From an optimization exercise on the open Yosys and OpenROAD flow, aimed at small area, a short achievable clock period and few clock cycles per item; shortcuts taken in it are not production practice. Function was checked by simulation only, so behaviour that the tests miss may differ from the original. Power is estimated from default activity; no workload was simulated.

== wip/indigo ==
// nch_complex_square
module nch_complex_square
#(
    parameter int WIDTH = 16,
    parameter int NCH   = 4,
    parameter int FRAC  = 14
) (
    input  logic                 clk,
    input  logic                 rst,
    input  logic [NCH*WIDTH-1:0] inReal,
    input  logic [NCH*WIDTH-1:0] inImag,
    input  logic                 inMode,
    input  logic                 inValid,
    output logic                 inReady,
    output logic [NCH*WIDTH-1:0] outReal,
    output logic [NCH*WIDTH-1:0] outImag,
    output logic                 outValid,
    input  logic                 outReady,
    output logic [NCH-1:0]       satFlag
);
Size: about 6700 cells after synthesis, roughly 630 flip-flops, about 270 I/O pins, about 77000 µm² of cells after synthesis.
==> flow/config.mk <==
export PLATFORM = sky130hd
export DESIGN_NAME = nch_complex_square
export DESIGN_NICKNAME = nch_complex_square
export VERILOG_FILES = /design/flow/design.v
export SDC_FILE = /design/flow/constraint.sdc
export NUM_CORES = 4
export LEC_CHECK = 0
export CAP_MARGIN = 20
export CORE_MARGIN = 2
export CORE_UTILIZATION = 40
export SETUP_SLACK_MARGIN = 5.0
export SLEW_MARGIN = 20
==> flow/constraint.sdc <==
create_clock -name core_clock -period 9.0 [get_ports {clk}]
set_input_delay 1.8000 -clock core_clock [delete_from_list [all_inputs] [get_ports {clk}]]
set_output_delay 1.8000 -clock core_clock [all_outputs]
set_load 0.01 [all_outputs]
standard.sh (not shown) runs the stock make flow with config.mk's settings and CLKGATE_MAP_FILE= SYNTH_SCRIPT=/design/flow/synth_recipe.tcl, a recipe that flattens the netlist after the stock synthesis.
==> flow/flow/run.sh <==
#!/bin/bash
# Layout flow: the standard layout, with two changes:
# - synthesis: the coarse-to-fine synth step runs without its quick ABC pass,
#   so that extract_fa sees the design's full adders as written (the ABC pass
#   rewrites their polarity and leaves inverters between adders). The final
#   ABC mapping, the flip-flop mapping and the rest are the standard ones.
# - placement: every input and output port still gets its buffer, but a plain
#   buf_1 (resized later where timing needs it) instead of the delay cell
#   clkdlybuf4s50_1 that buffer_ports picks by default.
set -euo pipefail
work=$(pwd)
# The synthesis script: the standard flow's own, with its synth wrapper adding -noabc to
# the "fine:" run only.
sed '1s/.*/proc synth {args} { if {[lsearch -exact $args "fine:"] >= 0} { yosys synth -nofsm -noshare -noabc {*}$args } else { yosys synth -nofsm -noshare {*}$args } }/' \
  "$work/synth_recipe.tcl" > "$work/noabc_synth.tcl"
grep -q 'noabc' "$work/noabc_synth.tcl"
sed "s#/synth_recipe.tcl#/noabc_synth.tcl#" "$work/standard.sh" > "$work/noabc_standard.sh"
grep -q 'noabc_synth.tcl' "$work/noabc_standard.sh"
bash "$work/noabc_standard.sh" "BUFFER_PORTS_ARGS=-buffer_cell sky130_fd_sc_hd__buf_1" finish > "$work/flow_make.log" 2>&1
wip/indigo: all stages complete, timing, DRC and antenna checks passed
Testbench counts of wip/indigo, summed over its fixed seeds: cycles 12,024, items 12,000.
Here is what was changed in the inputs of wip/violet compared with wip/indigo.
==> flow/flow/run.sh <==
#!/bin/bash
set -euo pipefail
work=$(pwd)
# The synthesis script: the standard flow's own, with its synth wrapper adding -noabc to
# the "fine:" run only.
sed '1s/.*/proc synth {args} { if {[lsearch -exact $args "fine:"] >= 0} { yosys synth -nofsm -noshare -noabc {*}$args } else { yosys synth -nofsm -noshare {*}$args } }/' \
  "$work/synth_recipe.tcl" > "$work/noabc_synth.tcl"
grep -q 'noabc' "$work/noabc_synth.tcl"
sed "s#/synth_recipe.tcl#/noabc_synth.tcl#" "$work/standard.sh" > "$work/noabc_standard.sh"
grep -q 'noabc_synth.tcl' "$work/noabc_standard.sh"
bash "$work/noabc_standard.sh" "BUFFER_PORTS_ARGS=-buffer_cell sky130_fd_sc_hd__buf_1" SKIP_GATE_CLONING=1 finish > "$work/flow_make.log" 2>&1
-- flow/config.mk --
<<< wip/indigo, line 10
export CORE_UTILIZATION = 40
export SETUP_SLACK_MARGIN = 5.0
export SLEW_MARGIN = 20
>>> wip/violet, line 10
export CORE_UTILIZATION = 40
export SETUP_SLACK_MARGIN = 4.85
export SLEW_MARGIN = 20
[summary]
Compared with wip/indigo, in wip/violet setup slack level; overall power after layout saw a decrease; fraction of area in non-clock buffers -4.6 points; worst hold slack went up 8.9 ps.
For wip/yarrow, these inputs were changed with respect to wip/violet:
-- flow/flow/run.sh --
<<< wip/violet, line 1
#!/bin/bash
set -euo pipefail
>>> wip/yarrow, line 1
#!/bin/bash
# Layout flow: the standard layout, with two changes:
# - synthesis: the coarse-to-fine synth step runs without its quick ABC pass,
#   so that extract_fa sees the design's full adders as written (the ABC pass
#   rewrites their polarity and leaves inverters between adders). The final
#   ABC mapping, the flip-flop mapping and the rest are the standard ones.
# - placement: every input and output port still gets its buffer, but a plain
#   buf_1 (resized later where timing needs it) instead of the delay cell
#   clkdlybuf4s50_1 that buffer_ports picks by default.
set -euo pipefail
<<< wip/violet, line 10
grep -q 'noabc_synth.tcl' "$work/noabc_standard.sh"
bash "$work/noabc_standard.sh" "BUFFER_PORTS_ARGS=-buffer_cell sky130_fd_sc_hd__buf_1" SKIP_GATE_CLONING=1 finish > "$work/flow_make.log" 2>&1
>>> wip/yarrow, line 18
grep -q 'noabc_synth.tcl' "$work/noabc_standard.sh"
bash "$work/noabc_standard.sh" "BUFFER_PORTS_ARGS=-buffer_cell sky130_fd_sc_hd__buf_1" finish > "$work/flow_make.log" 2>&1
-- flow/config.mk --
<<< wip/violet, line 12
export SLEW_MARGIN = 20
>>> wip/yarrow, line 12
export SLEW_MARGIN = 20
export TNS_END_PERCENT = 0
### Flow results
Compared with wip/violet, wip/yarrow shows a post-route fraction of the period consumed by the critical path that is 1.4 points higher. Any difference in placed instance area between wip/violet and wip/yarrow is small enough to ignore. Of wip/yarrow and wip/violet, the run reporting the higher number of antenna violations at the first check in global routing was wip/yarrow. Relative to wip/violet, the non-filler instance count after layout of wip/yarrow is lower by about 0.4%. wip/yarrow ends up with higher clock network power share than wip/violet does. Summary of wip/yarrow over wip/violet: layout filler cell count climbed 1.3%, post-route standard cell area excluding fillers dropped 1.3%. Compared with wip/violet, wip/yarrow degrades headroom to the max-slew limit. Clock-pin slew reported for the worst setup and hold paths after clock tree synthesis across wip/yarrow and wip/violet: no real change. In the metrics for wip/yarrow and wip/violet, the one carrying the higher time the final worst path needs with I/O delays and setup is wip/yarrow. wip/yarrow has completed all stages; timing, DRC and antenna checks passed.
### wip/yarrow -> wip/ember
-- flow/config.mk --
<<< wip/yarrow, line 12
export SLEW_MARGIN = 20
export TNS_END_PERCENT = 0
>>> wip/ember, line 12
export SLEW_MARGIN = 20
Results
Compared with wip/yarrow, wip/ember instantiates a larger number of cells.
[compare] base=wip/yarrow new=wip/ember: final hold slack went up, clock input transition at the sequential cells of the worst setup and hold paths now sits at about the same level, iteration-0 DRC count of the detailed router shows a reduction of 2.8%, combinational group power has increased.

## afterwards: timing with drivers on the ports
How much do the figures lean on ideal ports? The routed layouts below were timed once more, with nothing changed but the port constraints. Step 1 assumes that a clkbuf_16 drives the clock port and a buf_2 every other input. Step 2 times the ports against the registers' clock, not the clock port: input delays grow and output delays shrink by t, the midpoint of the rising clock arrivals with the driver on. Three values: ideal ports, drivers, drivers and shift; two values: the first two.
run | shift t [ns] | setup slack, ns | worst setup path at the end
wip/indigo | 0.806 | 4.859 / 4.820 / 4.481 | input to register
wip/violet | 0.813 | 4.861 / 4.836 / 4.393 | input to register
wip/yarrow | 0.806 | 4.731 / 4.710 / 4.432 | input to register
wip/ember | 0.813 | 4.831 / 4.790 / 4.437 | input to register
After both steps every run listed still meets setup and hold. The setup slack of wip/violet, which loses most, moves by -0.025 ns with the drivers and by -0.468 ns with both steps.
